What follows belongs to an exercise in optimizing a design on an open flow for small area, a short achievable clock period and few clock cycles; a production flow would make more cautious choices. The RTL was checked by simulation tests, not by an equivalence proof against the original design. Power is estimated from default activity; no workload was simulated.

File: design/flow/design.v
module dcache_sa (
    input  logic        clk,
    input  logic        rst,
    input  logic [31:0] addr,
    input  logic        rd_req,
    input  logic        wr_req,
    input  logic [31:0] wr_data,
    output logic [31:0] rd_data,
    output logic        miss,
    output logic        mem_req,
    output logic        mem_we,
    output logic [31:0] mem_addr,
    output logic [31:0] mem_wdata,
    input  logic [31:0] mem_rdata,
    input  logic        mem_ack,
    output logic [31:0] hit_count,
    output logic [31:0] miss_count
);
    logic [7:0][3:0][31:0] dmA, dmB;
    logic [7:0]            ph;
    logic [1:0][3:0][9:0]  tagMem;
    logic [1:0][3:0]       valid, dirty;
    logic [3:0]            mru;         
    logic sIdle, sHit, sXfer, sDone;
    logic cmpl;                         
    logic reqR;                         
    logic [2:0] cnt;
    logic       we_r;                   
    logic [9:0] xferTag;
    logic       vicWay, hitWay;
    logic [1:0] wbSel;                  
    logic [1:0] set_r;
    logic [2:0] word_r;
    logic [9:0] tag_r;
    logic       isWr;
    logic       missInc;
    logic [31:0] rdReg, wdReg;
    logic [2:0]  nxtW;                  
    logic [31:0] hitCount, missCount;
    logic        pend, pendHit;
    logic        pendWay;
    logic [2:0]  pendWord;
    logic [31:0] pendData;
    logic [9:0] tagIn;
    logic [1:0] setIn;
    logic [2:0] wordIn;
    logic       req;
    assign tagIn  = addr[16:7];
    assign setIn  = addr[6:5];
    assign wordIn = addr[4:2];
    assign req    = rd_req | wr_req;
    logic [1:0] hitw;
    logic       hit;
    always_comb begin
        for (int w = 0; w < 2; w++) begin
            hitw[w] = 1'b0;
            for (int s = 0; s < 4; s++)
                if (setIn == 2'(s) && valid[w][s] && tagMem[w][s] == tagIn)
                    hitw[w] = 1'b1;
        end
    end
    assign hit = |hitw;
    logic hazard, start;
    assign hazard = pendHit && setIn == set_r && (wordIn == pendWord || pendWord == 3'd0);
    assign start  = sIdle && req && !hazard;
    logic [3:0] vicOf, vicDirtyOf;
    logic [9:0] vicTagOf [4];
    always_comb
        for (int s = 0; s < 4; s++) begin
            vicOf[s]      = !valid[0][s] ? 1'b0 : !valid[1][s] ? 1'b1 : !mru[s];
            vicDirtyOf[s] = vicOf[s] ? (valid[1][s] && dirty[1][s]) : (valid[0][s] && dirty[0][s]);
            vicTagOf[s]   = vicOf[s] ? tagMem[1][s] : tagMem[0][s];
        end
    logic [1:0]  psel;
    logic [2:0]  pword;
    logic [31:0] pwA [2], pwB [2], pw [2];
    logic [1:0]  pph;
    logic [31:0] portOut;
    assign psel  = hitw | wbSel;
    assign pword = sXfer ? nxtW : wordIn;
    always_comb
        for (int w = 0; w < 2; w++) begin
            pwA[w] = '0;
            pwB[w] = '0;
            pph[w] = 1'b0;
            for (int s = 0; s < 4; s++) begin
                if (setIn == 2'(s))
                    pph[w] = ph[w*4 + s];
                for (int j = 0; j < 4; j++)
                    if (setIn == 2'(s) && pword[2:1] == 2'(j)) begin
                        pwA[w] = pwA[w] | dmA[w*4 + s][j];
                        pwB[w] = pwB[w] | dmB[w*4 + s][j];
                    end
            end
            pw[w] = pword[0] == pph[w] ? pwA[w] : pwB[w];
        end
    assign portOut = (pw[0] & {32{psel[0]}}) | (pw[1] & {32{psel[1]}});
    logic [31:0] wb0;
    always_comb begin
        wb0 = '0;
        for (int s = 0; s < 4; s++)
            if (setIn == 2'(s))
                for (int w = 0; w < 2; w++)
                    if (vicOf[s] == 1'(w))
                        wb0 = wb0 | (ph[w*4 + s] ? dmB[w*4 + s][0] : dmA[w*4 + s][0]);
    end
    assign rd_data    = rdReg;
    assign miss       = !cmpl;
    assign mem_req    = reqR;
    assign mem_we     = we_r;
    assign mem_addr   = {15'd0, xferTag, set_r, cnt, 2'b00};
    assign mem_wdata  = wdReg;
    assign hit_count  = hitCount;
    assign miss_count = missCount;
    logic xferAck, lastWord, fillAck, fillNow, hitWr, hitNow, useWr;
    logic [2:0] vicLine, hitLine;
    assign xferAck  = reqR && mem_ack;
    assign lastWord = cnt == 3'd7;
    assign fillAck  = xferAck && !we_r;
    assign vicLine  = {vicWay, set_r};
    assign hitLine  = {hitWay, set_r};
    assign fillNow  = fillAck && cnt[0] != ph[vicLine];
    assign hitWr    = sHit && isWr;
    assign hitNow   = hitWr && word_r[0] != ph[hitLine];
    assign useWr    = isWr && cnt == word_r;    
    logic        wen;
    logic        wWay;
    logic [2:0]  wWord;
    logic [31:0] wData;
    assign wen   = pend || fillNow || hitNow;
    assign wWay  = pend ? pendWay : sXfer ? vicWay : hitWay;
    assign wWord = pend ? pendWord : sXfer ? cnt : word_r;
    assign wData = pend ? pendData : sXfer && !useWr ? mem_rdata : wr_data;
    always_ff @(posedge clk)
        for (int l = 0; l < 8; l++)
            for (int j = 0; j < 4; j++) begin
                dmB[l][j] <= dmA[l][j];
                if (wen && {wWay, set_r} == 3'(l) && wWord[2:1] == 2'(j))
                    dmA[l][j] <= wData;
                else
                    dmA[l][j] <= dmB[l][j];
            end
    always_ff @(posedge clk)
        for (int l = 0; l < 8; l++)
            if (start && !hit && !vicDirtyOf[setIn] && {vicOf[setIn], setIn} == 3'(l))
                ph[l] <= 1'b1;
            else if (xferAck && we_r && lastWord && vicLine == 3'(l))
                ph[l] <= 1'b1;
            else
                ph[l] <= !ph[l];
    always_ff @(posedge clk) begin
        if (rst) begin
            sIdle     <= 1'b1;
            sHit      <= 1'b0;
            sXfer     <= 1'b0;
            sDone     <= 1'b0;
            cmpl      <= 1'b0;
            reqR      <= 1'b0;
            wbSel     <= '0;
            missInc   <= 1'b0;
            pend      <= 1'b0;
            pendHit   <= 1'b0;
            hitCount  <= '0;
            missCount <= '0;
            valid     <= '0;
            dirty     <= '0;
            mru       <= '0;
        end else begin
            missInc   <= 1'b0;
            pend      <= 1'b0;
            pendHit   <= 1'b0;
            missCount <= missCount + 32'(missInc);
            if (start) begin
                sIdle   <= 1'b0;
                sHit    <= hit;
                sXfer   <= !hit;
                reqR    <= !hit;
                cmpl    <= hit;
                missInc <= !hit;
                wbSel   <= hit || !vicDirtyOf[setIn] ? 2'b00 : (vicOf[setIn] ? 2'b10 : 2'b01);
            end
            if (sHit) begin
                sHit     <= 1'b0;
                sIdle    <= 1'b1;
                cmpl     <= 1'b0;
                hitCount <= hitCount + 32'd1;
                mru[set_r] <= hitWay;
                if (isWr)
                    dirty[hitWay][set_r] <= 1'b1;
                if (hitWr && !hitNow) begin
                    pend    <= 1'b1;
                    pendHit <= 1'b1;
                end
            end
            if (xferAck && we_r && lastWord)
                wbSel <= '0;
            if (fillAck) begin
                if (!fillNow) begin
                    pend <= 1'b1;
                    reqR <= 1'b0;
                end
                if (lastWord) begin
                    sXfer <= 1'b0;
                    reqR  <= 1'b0;
                    sDone <= 1'b1;
                    cmpl  <= 1'b1;
                end
            end
            if (pend && sXfer)
                reqR <= 1'b1;
            if (sDone) begin
                sDone    <= 1'b0;
                sIdle    <= 1'b1;
                cmpl     <= 1'b0;
                wbSel    <= '0;
                hitCount <= hitCount + 32'd1;
                mru[set_r]           <= vicWay;
                valid[vicWay][set_r] <= 1'b1;
                dirty[vicWay][set_r] <= isWr;
            end
        end
    end
    always_ff @(posedge clk) begin
        if (sIdle) begin
            set_r   <= setIn;
            word_r  <= wordIn;
            tag_r   <= tagIn;
            isWr    <= wr_req;
            hitWay  <= hitw[1];
            vicWay  <= vicOf[setIn];
            we_r    <= vicDirtyOf[setIn];
            xferTag <= vicDirtyOf[setIn] ? vicTagOf[setIn] : tagIn;
            cnt     <= '0;
            nxtW    <= 3'd1;
            rdReg   <= portOut;
            wdReg   <= wb0;
        end
        if (xferAck) begin
            cnt   <= cnt + 3'd1;
            nxtW  <= nxtW + 3'd1;
            if (we_r) begin
                wdReg <= portOut;
                if (lastWord) begin
                    we_r    <= 1'b0;
                    xferTag <= tag_r;
                end
            end else if (cnt == word_r)
                rdReg <= mem_rdata;
        end
        if (hitWr) begin
            pendWay  <= hitWay;
            pendWord <= word_r;
            pendData <= wr_data;
        end
        if (fillAck) begin
            pendWay  <= vicWay;
            pendWord <= cnt;
            pendData <= useWr ? wr_data : mem_rdata;
        end
        if (sDone)
            tagMem[vicWay][set_r] <= tag_r;
    end
endmodule
File: design/flow/run.sh
#!/bin/bash
# synth_recipe.tcl (not shown) runs the flow's synth.tcl, then flattens the netlist and writes it again
# the make line also repeats each setting of config.mk as NAME=value (left out here)
make -C /OpenROAD-flow-scripts/flow DESIGN_CONFIG=/design/flow/config.mk WORK_HOME=/design/flow/orfs CLKGATE_MAP_FILE= SYNTH_SCRIPT=/design/flow/synth_recipe.tcl finish
File: design/flow/config.mk
export PLATFORM = sky130hd
export DESIGN_NAME = dcache_sa
export DESIGN_NICKNAME = dcache_sa
export VERILOG_FILES = /design/flow/design.v
export SDC_FILE = /design/flow/constraint.sdc
export NUM_CORES = 4
export LEC_CHECK = 0
export ABC_CLOCK_PERIOD_IN_PS = 2500
export CAP_MARGIN = 20
export CORE_MARGIN = 2
export CORE_UTILIZATION = 50
export SETUP_SLACK_MARGIN = 4.4
export SLEW_MARGIN = 20
File: design/flow/constraint.sdc
create_clock -name core_clock -period 8.0 [get_ports {clk}]
set_input_delay 1.6000 -clock core_clock [delete_from_list [all_inputs] [get_ports {clk}]]
set_output_delay 1.6000 -clock core_clock [all_outputs]
set_load 0.01 [all_outputs]
==> flow_summary.ini, run 1 <==
[status]
status = complete, no violations

[placed_design]
port-buffer-count = 229
dp_hpwl_um = 237100
place_ws_ns = 1.393
place_inst = 10328
gp_congestion = 0.9297

[cells_and_area]
syn2layout_area_growth_pct = 21.83
num-nets-final = 8566
layout.cells.non_filler = 11137
final_common_cell = dfxtp_1
fill_cells = 14892
layout-drive-gt1-share = 0.3011
final_cell_mix = 2206 x dfxtp_1, 1194 x mux2_2, 381 x mux2i_1, 342 x buf_4, 340 x a21oi_1

[sta]
setup_ws_ns = 4.225
fmax_ghz = 0.2649
finalSetupViolations = 0
relSlewSlack = 0.1630
post-route-min-period_ns = 3.775
rsz0062_at_grt = true
tightest_slew_ns = 1.255
hold_viol = 0
skew_ns = 0.04960
slew_viol_final = 0
fin_setup_tns_ns = 0
min_period_over_period = 0.4719

[synth]
ys.flop_type = dfxtp_1
async_flop_share = 0
syn_inst = 8115
ys_types = 90
ys_warn_count = 5
syn_area_um2 = 92500
ys_ff_latch = 2366
synth_edf_count = 140
post-synth-top-area-cell = dfxtp_1
synth_seq_area_share = 0.5272
synthDominantCellAreaShare = 0.4818
synth.avg_cell_area_um2 = 11.40
yosys-top-cells-area = dfxtp_1 48%, mux2_2 15%, edfxtp_1 4.5%, mux2i_1 4.2%, a22oi_1 2.0%

[grt]
grt_usage = 0.4400
grt_max_degree = 93
grt_pass1_wl_um = 582800
grt_pass1_vias = 74336
antenna_found_initial = 43
grt.overflow.total = 0

[cts]
hold_buffers = 0
cts_tree = done
worstSkewPairLatency_ns = 0.93
cts_htree_levels = 4
clock-sinks = 2366
clockBufferDepth = 3
clk_pin_slew_worst_paths_ns = 0.08
cts-root-buf = clkbuf_16
cts_buffers = 234

[power_and_ir_drop]
combPwrFrac = 0.160
power_density_nw_per_um2 = 266.0
peakVddDrop_mv = 0.2260
p_sw_frac = 0.2901
leakage_nw = 43.32
internal_power_mw = 21.28
switchingPower_mw = 8.694
pwr-share-seq = 0.450
clock_power_share = 0.390

[die]
start_util = 0.5041
row_count = 157
fp.dieW_um = 434.1
die_h_um = 434.1
io-pin-count = 264
dieArea_um2 = 188500
coreArea_um2 = 183500

[routing]
ant_nets = 0
vias = 78288
post_drt_wl_per_cell_um = 38.77
drt_first_iter_violations = 12051
dr.pass1.iters = 7
drc = 0
vias_per_cell = 7.030
wl_um = 431800

[setup_path]
r2r-end = rdReg[16]
crit_arrival_ns = 4.53
crit_required_ns = 8.75
crit_fanout = 19
cp-endpoint = rdReg[20]
startpoint_type = primary input
end_kind = register
path_class = in2reg
r2r-start = sXfer
reg2reg_depth = 10
startpoint = addr[6]
r2r_slack_ns = 4.30

[min_path]
hp-class = reg2reg
min_from = dmA[87]

[job]
drv_cap = 0
[metrics by stage]
step	cell area, µm²	total power, mW	hold slack [ns]	util
after floorplan	93250	15.66	0.3230	-
after detailed placement	98090	17.43	0.3317	0.5346
after global routing	112600	30.50	0.3239	0.6139
final	112700	29.97	0.3174	0.6142
after global placement	98090	17.36	0.3266	0.5346
after CTS	110800	29.34	0.3113	0.6038
[power groups by stage]
| stage | combinational, mW | clock (mW) | sequential (mW) |
|---|---|---|---|
| 3_5_place_dp | 3.73 | 0 | 13.7 |
| 2_1_floorplan | 2.23 | 0 | 13.4 |
| 5_1_grt | 4.82 | 12.1 | 13.6 |
| 4_1_cts | 4.25 | 11.6 | 13.5 |
| 6_report | 4.80 | 11.7 | 13.5 |
| 3_3_place_gp | 3.70 | 0 | 13.7 |
[timing repair]
item,4_1_cts,5_1_grt
setup endpoints to repair,1188,1088
buffers inserted,207,82
gates resized for setup,410,187
cloned,35,11
pin swaps,82,58
[per-layer routing]
metal  part of all wire  track usage
met5             0.0012            0
met4              0.078       0.2942
met3               0.15       0.1481
met2               0.40       0.6184
met1               0.37       0.5700
[worst max-delay path, cell delays in order]
cell and delay (ns):
buf_16 0.18, nor2b_4 0.16, buf_4 0.26, buf_6 0.32, a22o_1 0.30, a221o_1 0.30
nor4_2 0.29, a21oi_1 0.12, a221oi_4 0.72, o21ai_1 0.15
[Yosys cell counts (all sizes together) (23+ instances only)]
library cell,count
o2bb2ai,62
xor2,90
nand3,116
nand2,324
mux4,48
mux2,1197
and3,70
or3,49
nor3,45
edfxtp,140
o221ai,30
xnor2,57
nor4,37
o211ai,48
o21ai,276
a22oi,252
o22ai,106
nor2b,152
ha,29
a21oi,372
dfxtp,2226
a222oi,49
nor2,184
a22o,104
a32oi,58
mux2i,387
buf,291
nand4,50
and2,23
a221oi,214
a221o,52
clkbuf,444
inv,30
a211oi,167
a31oi,38
[flip-flops by register name, summed over array words and instances (netlist names), 10 cells and up]
name and flops:
wdReg 32, tag_r 10, missCount 32, xferTag 10, dmA 1024, tagMem 80, hitCount 32, dmB 1024
rdReg 32, pendData 32
[final cells by class]
class                      instances  area, µm²  share of cell area
sequential                      2366      48820              0.4332
multi-input combinational       5019      43640              0.3872
timing repair buffer             779       8735             0.07751
clock buffer                     347       7067             0.06271
tap                             2464       3083             0.02736
clock inverter                    99       1101            0.009771
inverter                          35      175.2            0.001554
antenna                           28      70.07           0.0006218
[worst min-delay path by stage]
stage | end | depth (start not counted)
2_1_floorplan | dmB[853] | 0
4_1_cts | dmB[87] | 0
3_5_place_dp | dmB[740] | 0
5_1_grt | dmB[87] | 0
3_3_place_gp | dmB[853] | 0
6_report | dmB[87] | 0
[cells by family (layout without fill, tap and decap cells)]
logic type	count (synthesis)	in the layout	synth area share
buf+inv	770	1260	0.03509
compound gates	2015	2019	0.1557
other cells	1	45	0.00004054
mux	1632	1632	0.1993
flops	2366	2366	0.5272
fa+ha+maj	30	30	0.004139
xor+xnor	147	147	0.01392
simple gates	1154	1174	0.06463
Testbench counts, summed over its fixed seeds: cycles 205,018.
==> inputs of run 2 (changes only) <==
--- a/design/flow/design.v
+++ b/design/flow/design.v
@@ -185,7 +185,12 @@
                 cmpl     <= 1'b0;
                 hitCount <= hitCount + 32'd1;
-                mru[set_r] <= hitWay;
+                for (int t = 0; t < 4; t++)
+                    if (set_r == 2'(t))
+                        mru[t] <= hitWay;
                 if (isWr)
-                    dirty[hitWay][set_r] <= 1'b1;
+                    for (int w = 0; w < 2; w++)
+                        for (int t = 0; t < 4; t++)
+                            if (hitWay == 1'(w) && set_r == 2'(t))
+                                dirty[w][t] <= 1'b1;
                 if (hitWr && !hitNow) begin
                     pend    <= 1'b1;
@@ -215,7 +220,13 @@
                 wbSel    <= '0;
                 hitCount <= hitCount + 32'd1;
-                mru[set_r]           <= vicWay;
-                valid[vicWay][set_r] <= 1'b1;
-                dirty[vicWay][set_r] <= isWr;
+                for (int w = 0; w < 2; w++)
+                    for (int t = 0; t < 4; t++)
+                        if (set_r == 2'(t)) begin
+                            mru[t] <= vicWay;
+                            if (vicWay == 1'(w)) begin
+                                valid[w][t] <= 1'b1;
+                                dirty[w][t] <= isWr;
+                            end
+                        end
             end
         end
@@ -259,5 +270,8 @@
         end
         if (sDone)
-            tagMem[vicWay][set_r] <= tag_r;
+            for (int w = 0; w < 2; w++)
+                for (int t = 0; t < 4; t++)
+                    if (vicWay == 1'(w) && set_r == 2'(t))
+                        tagMem[w][t] <= tag_r;
     end
 endmodule
--- a/design/flow/config.mk
+++ b/design/flow/config.mk
@@ -10,4 +10,5 @@
 export CORE_MARGIN = 2
 export CORE_UTILIZATION = 50
+export MIN_ROUTING_LAYER = met2
 export SETUP_SLACK_MARGIN = 4.4
 export SLEW_MARGIN = 20
==> flow_summary.ini, run 2 <==
[status]
status = did not finish
lastStage = global routing (5_1_grt)
firstError = [ERROR GRT-0116] Global routing finished with congestion. Check the congestion regions in the DRC Viewer.

[synth]
synth_seq_area_share = 0.5497
synth.avg_cell_area_um2 = 10.08
ys_top_cells_by_count = 2226 x dfxtp_1, 1211 x nand2_1, 1200 x o21ai_0
ys_warn_count = 5
async_flop_share = 0
synth_edf_count = 140
yosysMostFrequentCell = dfxtp_1
ys_types = 102
ys_ff_latch = 2366
yosys-top-cells-area = dfxtp_1 50%, o21ai_0 6.8%, nand2_1 5.1%, edfxtp_1 4.7%, mux2i_1 4.5%
syn_inst = 8805
syn_area_um2 = 88720
synthDominantCellAreaShare = 0.5023
ys.flop_type = dfxtp_1
post-synth-top-area-cell = dfxtp_1

[cts]
hold_buffers = 0
cts-root-buf = clkbuf_16
cts_htree_levels = 4
clockBufferDepth = 3
clock-sinks = 2366
cts_buffers = 235

[grt]
grt_usage = 0.7633
grt.overflow.total = 59
grt_max_degree = 92
grt_pass1_wl_um = 661400
grt_pass1_vias = 114371

[placed_design]
dp_hpwl_um = 227400
gp_congestion = 1.016
place_area_um2 = 92690
port-buffer-count = 229

[die]
start_util = 0.5032
io-pin-count = 264
row_count = 154
die_h_um = 425.2
fp.dieW_um = 425.2
## run 2: layer usage
metal  global-route usage  GRT overflow
met1                    -             -
met2               0.7914            10
met3               0.8384            36
met4               0.6043             6
met5               0.6452             7
## run 2: power groups by stage
stage               logic (mW)  registers, mW  clock network (mW)
floorplan                 1.76           13.4                   0
global placement          3.00           13.7                   0
detailed placement        3.03           13.7                   0
CTS                       3.57           13.5                11.8
## run 2: per-stage QoR
step | setup slack (ns) | util | total power [mW] | cells
detailed placement | 2.011 | 0.5257 | 16.74 | 10816
global placement | 2.051 | 0.5256 | 16.68 | 10815
floorplan | 4.292 | - | 15.18 | 8821
CTS | 4.038 | 0.5989 | 28.79 | 11543
## run 2: cells by family after synthesis
logic type / share of synthesized area
AO/OA/AOI/OAI: 0.2130
XOR/XNOR: 0.01430
adder cells (fa/ha/maj): 0.0008462
buffers and inverters: 0.04813
flip-flops: 0.5497
multiplexers: 0.07410
other: 0.00004227
AND/OR/NAND/NOR: 0.09988
## run 2: worst max path at each step
| stage | start | end | slack, ns | depth (start not counted) |
|---|---|---|---|---|
| floorplan | addr[5] | rdReg[21] | 4.29 | 9 |
| global placement | addr[3] | rdReg[12] | 2.05 | 10 |
| detailed placement | addr[3] | rdReg[12] | 2.01 | 10 |
| CTS | mem_ack | dmA[916] | 4.04 | 9 |
## run 2: what timing repair did
action	4_1_cts
setup endpoints to repair	1093
pin swaps	83
cloned	60
hold endpoints to repair	0
gates resized for setup	343
buffers inserted	225
Testbench counts of run 2, summed over its fixed seeds: cycles 205,018.
==> inputs of run 3 (changes only) <==
--- a/design/flow/design.v
+++ b/design/flow/design.v
@@ -18,5 +18,5 @@
 );
     logic [7:0][3:0][31:0] dmA, dmB;
-    logic [7:0]            ph;
+    logic                  ph;
     logic [1:0][3:0][9:0]  tagMem;
     logic [1:0][3:0]       valid, dirty;
@@ -75,5 +75,4 @@
     logic [2:0]  pword;
     logic [31:0] pwA [2], pwB [2], pw [2];
-    logic [1:0]  pph;
     logic [31:0] portOut;
     assign psel  = hitw | wbSel;
@@ -83,8 +82,5 @@
             pwA[w] = '0;
             pwB[w] = '0;
-            pph[w] = 1'b0;
             for (int s = 0; s < 4; s++) begin
-                if (setIn == 2'(s))
-                    pph[w] = ph[w*4 + s];
                 for (int j = 0; j < 4; j++)
                     if (setIn == 2'(s) && pword[2:1] == 2'(j)) begin
@@ -93,5 +89,5 @@
                     end
             end
-            pw[w] = pword[0] == pph[w] ? pwA[w] : pwB[w];
+            pw[w] = pword[0] == ph ? pwA[w] : pwB[w];
         end
     assign portOut = (pw[0] & {32{psel[0]}}) | (pw[1] & {32{psel[1]}});
@@ -103,5 +99,5 @@
                 for (int w = 0; w < 2; w++)
                     if (vicOf[s] == 1'(w))
-                        wb0 = wb0 | (ph[w*4 + s] ? dmB[w*4 + s][0] : dmA[w*4 + s][0]);
+                        wb0 = wb0 | (ph ? dmB[w*4 + s][0] : dmA[w*4 + s][0]);
     end
     assign rd_data    = rdReg;
@@ -114,13 +110,10 @@
     assign miss_count = missCount;
     logic xferAck, lastWord, fillAck, fillNow, hitWr, hitNow, useWr;
-    logic [2:0] vicLine, hitLine;
     assign xferAck  = reqR && mem_ack;
     assign lastWord = cnt == 3'd7;
     assign fillAck  = xferAck && !we_r;
-    assign vicLine  = {vicWay, set_r};
-    assign hitLine  = {hitWay, set_r};
-    assign fillNow  = fillAck && cnt[0] != ph[vicLine];
+    assign fillNow  = fillAck && cnt[0] != ph;
     assign hitWr    = sHit && isWr;
-    assign hitNow   = hitWr && word_r[0] != ph[hitLine];
+    assign hitNow   = hitWr && word_r[0] != ph;
     assign useWr    = isWr && cnt == word_r;    
     logic        wen;
@@ -142,11 +135,5 @@
             end
     always_ff @(posedge clk)
-        for (int l = 0; l < 8; l++)
-            if (start && !hit && !vicDirtyOf[setIn] && {vicOf[setIn], setIn} == 3'(l))
-                ph[l] <= 1'b1;
-            else if (xferAck && we_r && lastWord && vicLine == 3'(l))
-                ph[l] <= 1'b1;
-            else
-                ph[l] <= !ph[l];
+        ph <= !rst && !ph;
     always_ff @(posedge clk) begin
         if (rst) begin
@@ -201,8 +188,6 @@
                 wbSel <= '0;
             if (fillAck) begin
-                if (!fillNow) begin
+                if (!fillNow)
                     pend <= 1'b1;
-                    reqR <= 1'b0;
-                end
                 if (lastWord) begin
                     sXfer <= 1'b0;
@@ -212,6 +197,4 @@
                 end
             end
-            if (pend && sXfer)
-                reqR <= 1'b1;
             if (sDone) begin
                 sDone    <= 1'b0;
--- a/design/flow/config.mk
+++ b/design/flow/config.mk
@@ -10,5 +10,4 @@
 export CORE_MARGIN = 2
 export CORE_UTILIZATION = 50
-export MIN_ROUTING_LAYER = met2
 export SETUP_SLACK_MARGIN = 4.4
 export SLEW_MARGIN = 20
==> flow_summary.ini, run 3 <==
[status]
status = complete, no violations

[routing]
drc = 0
vias = 71696
maxUsedRoutingLayer = met5
met1Wirelength_um = 139400
ant_nets = 0
vias_per_cell = 6.832
drt_first_iter_violations = 10737
wl_um = 387900
dr.pass1.iters = 9
wl_met2_um = 161600
post_drt_wl_per_cell_um = 36.97
wl_met3_um = 50390

[min_path]
hp-class = reg2reg
worstHoldEndpoint = dmB[588]
min_from = dmA[588]
hold-path-cell-count = 0

[synth]
ys_ff_latch = 2359
synth_top_family_by_area = multiplexers
synth_compound_area_frac = 0.1552
synthXorXnorAreaFrac = 0.01461
synth_edf_count = 140
syn_inst = 7737
ys.flop_type = dfxtp_1
ys_types = 93
ys_top_cells_by_count = 2219 x dfxtp_1, 752 x nand2_1, 658 x o21ai_0
syn_area_um2 = 87500
synth_seq_area_share = 0.5557
async_flop_share = 0
synthSimpleGateAreaFrac = 0.07154
synth.avg_cell_area_um2 = 11.31
synth.mux.area_fraction = 0.1650
synth_fa_ha_area_frac = 0.0008580
post-synth-top-area-cell = dfxtp_1
yosysMostFrequentCell = dfxtp_1
yosys-top-cells-area = dfxtp_1 51%, mux2_2 7.6%, mux4_2 5.5%, edfxtp_1 4.8%, o21ai_0 3.8%
synthDominantCellAreaShare = 0.5077
ys_warn_count = 5

[sta]
setup_ws_ns = 4.280
fmax_ghz = 0.2688
post-route-min-period_ns = 3.720
rsz0062_at_grt = true
min_period_over_period = 0.4651
fin_setup_tns_ns = 0
skew_ns = 0.03390
hold_viol = 0
tightest_slew_ns = 1.226
relSlewSlack = 0.1825
slew_viol_final = 0
finalSetupViolations = 0
finalHoldWorstSlack_ns = 0.3308

[grt]
grt_max_degree = 97
grt.overflow.total = 0
grt_pass1_vias = 67770
antenna_found_initial = 36
grt_pass1_wl_um = 530800
grt_usage = 0.4188

[setup_path]
end_kind = register
crit_fanout = 19
crit_arrival_ns = 4.43
r2r_slack_ns = 4.32
slowest_delay_ns = 0.53
path_class = in2reg
startpoint_type = primary input
r2r-start = sXfer
cpMostUsedCell = buf_4
slowest_stage = or4_1
crit_required_ns = 8.71
reg2reg_depth = 8
startpoint = addr[4]
crit_chain = buf_6, or3b_4, buf_4, buf_4, nand2_4, a22oi_1, nor2_1, or4_1, a32oi_4, buf_12, o21ai_1
r2r-end = dmA[554]

[placed_design]
gp_congestion = 0.9377
place_area_um2 = 92440
place_inst = 9870
dp_hpwl_um = 223400
place_ws_ns = 1.536
port-buffer-count = 229

[cells_and_area]
layout.cells.non_filler = 10494
fin_util = 0.5960
fill_cells = 14340
final_common_cell = dfxtp_1
num-nets-final = 8060
reg_top3 = dmA (1024), dmB (1024), tagMem (80)
layout-drive-gt1-share = 0.2234
final_cell_mix = 2210 x dfxtp_1, 747 x nand2_1, 655 x o21ai_0, 594 x mux2_2, 276 x buf_4
syn2layout_area_growth_pct = 18.41
design_area_um2 = 103600

[cts]
cts-root-buf = clkbuf_16
clk_pin_slew_worst_paths_ns = 0.06
clock-sinks = 2359
cts_htree_levels = 4
hold_buffers = 0
cts_tree = done
cts_buffers = 228
clockBufferDepth = 3
worstSkewPairLatency_ns = 0.89

[power_and_ir_drop]
power_density_nw_per_um2 = 295.6
peakVddDrop_mv = 0.2059
leakage_nw = 38.22
power_mw = 30.63
clock_power_share = 0.370
combPwrFrac = 0.142
switchingPower_mw = 8.479
pwr-share-seq = 0.488
p_sw_frac = 0.2768
internal_power_mw = 22.15

[die]
start_util = 0.5034
dieArea_um2 = 178400
die_h_um = 422.3
row_count = 153
coreArea_um2 = 173800
fp.dieW_um = 422.3
io-pin-count = 264

[job]
drv_cap = 0
==> run 3: cell types whose count changed after synthesis, sizes merged, moves of 105 or more <==
cell and delta:
o21ai -506, mux2 +479, nand2 -459, mux4 +175
mux2i -147, buf -139, a211oi -107, nor2b -105
==> run 3: metal layers <==
layer	vias to the layer above	track usage
li1	29206	-
met5	-	0
met1	35265	0.5240
met3	1610	0.1239
met4	24	0.3176
met2	5591	0.6087
==> run 3: cell type report <==
| class | count | area, µm² | area share |
|---|---|---|---|
| Clock buffer | 354 | 6917 | 0.06676 |
| Multi-Input combinational cell | 4717 | 37330 | 0.3603 |
| Inverter | 15 | 77.57 | 0.0007488 |
| Tap cell | 2325 | 2909 | 0.02808 |
| Sequential cell | 2359 | 48650 | 0.4695 |
| Timing Repair Buffer | 632 | 6779 | 0.06543 |
| Clock inverter | 71 | 893.4 | 0.008623 |
| Antenna cell | 21 | 52.55 | 0.0005072 |
==> run 3: timing repair <==
item                       in CTS  in global routing
pin swaps                      52                 16
setup endpoints to repair    1009                453
buffers inserted              115                 37
resized for setup             218                 83
hold endpoints to repair        0                  0
cloned                         21                  5
==> run 3: worst max-delay path by stage <==
| stage | to | slack (ns) | cells past startpoint |
|---|---|---|---|
| 3_3_place_gp | wdReg[27] | 1.50 | 9 |
| 6_report | rdReg[26] | 4.28 | 11 |
| 3_5_place_dp | wdReg[27] | 1.54 | 9 |
| 2_1_floorplan | wdReg[25] | 4.39 | 10 |
| 4_1_cts | dmA[162] | 4.33 | 10 |
| 5_1_grt | dmA[572] | 4.25 | 10 |
==> run 3: cell families (layout without fill, tap and decap cells) <==
| family | after synthesis | count (layout) |
|---|---|---|
| buffers and inverters | 690 | 1072 |
| adders and majority gates | 6 | 6 |
| xor gates and xnor gates | 143 | 143 |
| and+or+nand+nor | 1374 | 1387 |
| DFF | 2359 | 2359 |
| AOI/OAI and AO/OA | 2069 | 2069 |
| other | 1 | 38 |
| muxes | 1095 | 1095 |
==> run 3: power groups by stage <==
stage,clock [mW],combinational [mW],sequential (mW)
finish,11.3,4.35,15.0
global placement,0,3.82,15.1
floorplan,0,2.50,14.7
detailed placement,0,3.87,15.1
global route,11.8,4.49,15.1
CTS,11.3,4.13,14.9
==> run 3: worst max-delay path: cells and delay by family <==
family | cells | cell delay, ns
AND/OR/NAND/NOR | 4 | 1.40
AO/OA/AOI/OAI | 3 | 0.68
buffers and inverters | 4 | 0.72
Testbench counts of run 3, summed over its fixed seeds: cycles 205,105.
==> inputs of run 4 (changes only) <==
--- a/design/flow/design.v
+++ b/design/flow/design.v
@@ -109,9 +109,10 @@
     assign hit_count  = hitCount;
     assign miss_count = missCount;
-    logic xferAck, lastWord, fillAck, fillNow, hitWr, hitNow, useWr;
+    logic xferAck, lastWord, fillAck, fillNow, fillSlot, hitWr, hitNow, useWr;
     assign xferAck  = reqR && mem_ack;
     assign lastWord = cnt == 3'd7;
     assign fillAck  = xferAck && !we_r;
     assign fillNow  = fillAck && cnt[0] != ph;
+    assign fillSlot = sXfer && !we_r && cnt[0] != ph;
     assign hitWr    = sHit && isWr;
     assign hitNow   = hitWr && word_r[0] != ph;
@@ -121,16 +122,22 @@
     logic [2:0]  wWord;
     logic [31:0] wData;
-    assign wen   = pend || fillNow || hitNow;
+    assign wen   = pend || fillSlot || hitNow;
     assign wWay  = pend ? pendWay : sXfer ? vicWay : hitWay;
     assign wWord = pend ? pendWord : sXfer ? cnt : word_r;
     assign wData = pend ? pendData : sXfer && !useWr ? mem_rdata : wr_data;
+    logic [31:0] wDataZ;
+    logic [7:0][3:0] wMatch, wKeep;
+    assign wDataZ = wen ? wData : '0;
+    always_comb
+        for (int l = 0; l < 8; l++)
+            for (int j = 0; j < 4; j++) begin
+                wMatch[l][j] = {wWay, set_r} == 3'(l) && wWord[2:1] == 2'(j);
+                wKeep[l][j]  = !(wen && wMatch[l][j]);
+            end
     always_ff @(posedge clk)
         for (int l = 0; l < 8; l++)
             for (int j = 0; j < 4; j++) begin
                 dmB[l][j] <= dmA[l][j];
-                if (wen && {wWay, set_r} == 3'(l) && wWord[2:1] == 2'(j))
-                    dmA[l][j] <= wData;
-                else
-                    dmA[l][j] <= dmB[l][j];
+                dmA[l][j] <= (dmB[l][j] & {32{wKeep[l][j]}}) | (wDataZ & {32{wMatch[l][j]}});
             end
     always_ff @(posedge clk)
--- a/design/flow/config.mk
+++ b/design/flow/config.mk
@@ -10,4 +10,6 @@
 export CORE_MARGIN = 2
 export CORE_UTILIZATION = 50
+export CTS_CLUSTER_DIAMETER = 90
+export CTS_CLUSTER_SIZE = 20
 export SETUP_SLACK_MARGIN = 4.4
 export SLEW_MARGIN = 20
==> flow_summary.ini, run 4 <==
[die]
row_count = 152
start_util = 0.5028
die_h_um = 419.3
dieArea_um2 = 175900
io-pin-count = 264
coreArea_um2 = 171500
fp.dieW_um = 419.3

[power_and_ir_drop]
leakage_nw = 35.83
power_mw = 25.36
peakVddDrop_mv = 0.1980
power_density_nw_per_um2 = 258.9

[cells_and_area]
final_cell_mix = 2214 x dfxtp_1, 1112 x a22o_1, 313 x buf_4, 284 x a22oi_1, 231 x o21ai_0
design_area_um2 = 97980
regArea_um2 = 48640
num-nets-final = 7449
multiInputGateArea_um2 = 35590
layout-drive-gt1-share = 0.1575
fin_util = 0.5712
fill_cells = 14367
syn2layout_area_growth_pct = 13.59
reg_top3 = dmA (1024), dmB (1024), tagMem (80)
final_common_cell = dfxtp_1

[sta]
rsz0062_at_grt = true
slew_viol_final = 0
fmax_ghz = 0.2658
skew_ns = 0.03431
hold_viol = 0
min_period_over_period = 0.4704
post-route-min-period_ns = 3.763
fin_setup_tns_ns = 0
finalSetupViolations = 0
relSlewSlack = 0.2058
setup_ws_ns = 4.237
tightest_slew_ns = 1.191

[cts]
cts-root-buf = clkbuf_16
cts_buffers = 136
cts_htree_levels = 4
cts_tree = done
clockBufferDepth = 3
clock-sinks = 2359
worstSkewPairLatency_ns = 0.85
clk_pin_slew_worst_paths_ns = 0.09

[grt]
grt_usage = 0.4633
antenna_found_initial = 37
grt_pass1_vias = 69341
grt_max_degree = 94
grt.overflow.total = 0
grt_pass1_wl_um = 566400

[routing]
ant_nets = 0
vias = 74135
drt_first_iter_violations = 13066
dr.pass1.iters = 10
met1Wirelength_um = 146400
wl_met2_um = 164600
wl_met3_um = 66420
drc = 0
wl_um = 420600
vias_per_cell = 7.622
maxUsedRoutingLayer = met5
post_drt_wl_per_cell_um = 43.24

[setup_path]
startpoint_type = primary input
end_kind = register
path_class = in2reg
slowest_stage = or4b_1
cp_top_family = compound AO/OA/AOI/OAI gates
crit_fanout = 19
crit_required_ns = 8.76
slowest_delay_ns = 0.73
path_buf_inv = 3
crit_chain = buf_16, buf_12, or4b_1, nand2_1, buf_6, a22oi_1, o2111ai_1, a2bb2oi_1, a32oi_4, a21oi_1
crit_arrival_ns = 4.53

[job]
drv_cap = 0

[synth]
synth_edf_count = 140
ys_warn_count = 5
yosysMostFrequentCell = dfxtp_1
syn_area_um2 = 86260
ys_top_cells_by_count = 2219 x dfxtp_1, 1112 x a22o_1, 417 x clkbuf_1
synthDominantCellAreaShare = 0.5150
async_flop_share = 0
ys_types = 98
synth_seq_area_share = 0.5638
syn_inst = 7291
yosys-top-cells-area = dfxtp_1 52%, a22o_1 11%, mux4_2 5.1%, edfxtp_1 4.9%, a22oi_1 2.5%
synth.avg_cell_area_um2 = 11.83
ys.flop_type = dfxtp_1
ys_ff_latch = 2359
post-synth-top-area-cell = dfxtp_1

[min_path]
hp-class = reg2reg

[status]
status = complete, no violations

[placed_design]
dp_hpwl_um = 229700
port-buffer-count = 229
place_ws_ns = 1.671
gp_congestion = 0.9388
place_area_um2 = 90940
-- run 4: layout make-up --
type	instances	area share
inverters	18	0.0008428
clock inverters	11	0.001124
clock buffers	158	0.03730
repair buffers	669	0.07054
well taps	2310	0.02950
multi-input cells	4158	0.3632
diodes	43	0.001098
flip-flops and latches	2359	0.4964
-- run 4: logic make-up after synthesis --
kind of cell	after synthesis	synth area share
and+or+nand+nor	867	0.05035
xor gates and xnor gates	143	0.01483
other	1	0.00004348
AOI/OAI and AO/OA	2593	0.2366
muxes	520	0.09110
buffers and inverters	802	0.04249
adders and majority gates	6	0.0008703
DFF	2359	0.5638
-- run 4: power breakdown --
part,switching (mW),leakage (nW),internal [mW]
Combinational,2.31,14.7,1.62
Clock,4.09,1.85,3.25
Sequential,0.898,19.3,13.2
Total,7.31,35.8,18.1
-- run 4: path summary, 6_finish.rpt --
check	end	slack (ns)	from	depth (start not counted)
worst max-delay path	wdReg[25]	4.24	addr[6]	10
worst min-delay path	dmB[696]	0.33	dmA[696]	0
worst max register to register	dmA[342]	4.28	sXfer	11
worst min register to register	dmB[696]	0.33	dmA[696]	0
-- run 4: timing repair --
action	CTS	global route
pin swaps	35	13
gates cloned	22	5
setup buffers	120	24
gates resized for setup	229	82
setup endpoints to repair	649	407
hold buffers	0	0
-- run 4: layer usage --
metal,global-route usage,up-vias
met5,0.001389,-
met4,0.3682,22
met3,0.1940,2163
met2,0.6372,7150
met1,0.5665,36563
li1,-,28237
-- run 4: per-stage QoR --
step | std cells | hold WS (ns)
global route | 9688 | 0.3407
CTS | 9654 | 0.3369
detailed placement | 9343 | 0.3298
finish | 9726 | 0.3328
global placement | 9342 | 0.3273
floorplan | 7307 | 0.3230
Testbench counts of run 4, summed over its fixed seeds: cycles 205,105.

what the ideal ports hide:
How much do the figures lean on ideal ports? The routed layouts below were timed once more, with nothing changed but the port constraints. Step 1: set_driving_cell puts a clkbuf_16 on clk and a buf_2 on each other input, an assumption about the parent block. Step 2, shift: input delay + t, output delay - t, t = (earliest + latest rising clock arrival at the registers) / 2. This alone moves slack from input paths to output paths. Slacks: ideal ports / drivers / drivers and shift; pairs: ideal ports / drivers.
run | shift t [ns] | setup slack, ns | hold slack, ns
run 1 | 0.997 | 4.225 / 4.048 / 3.051 | 0.317 / 0.317 / 0.317
run 3 | 0.964 | 4.280 / 4.181 / 3.217 | 0.331 / 0.331 / 0.331
run 4 | 0.920 | 4.237 / 4.107 / 3.187 | 0.333 / 0.333 / 0.333
After both steps every run listed still meets setup and hold. For run 1, which loses most, drivers alone change the setup slack by -0.177 ns; drivers and shift together by -1.174 ns.
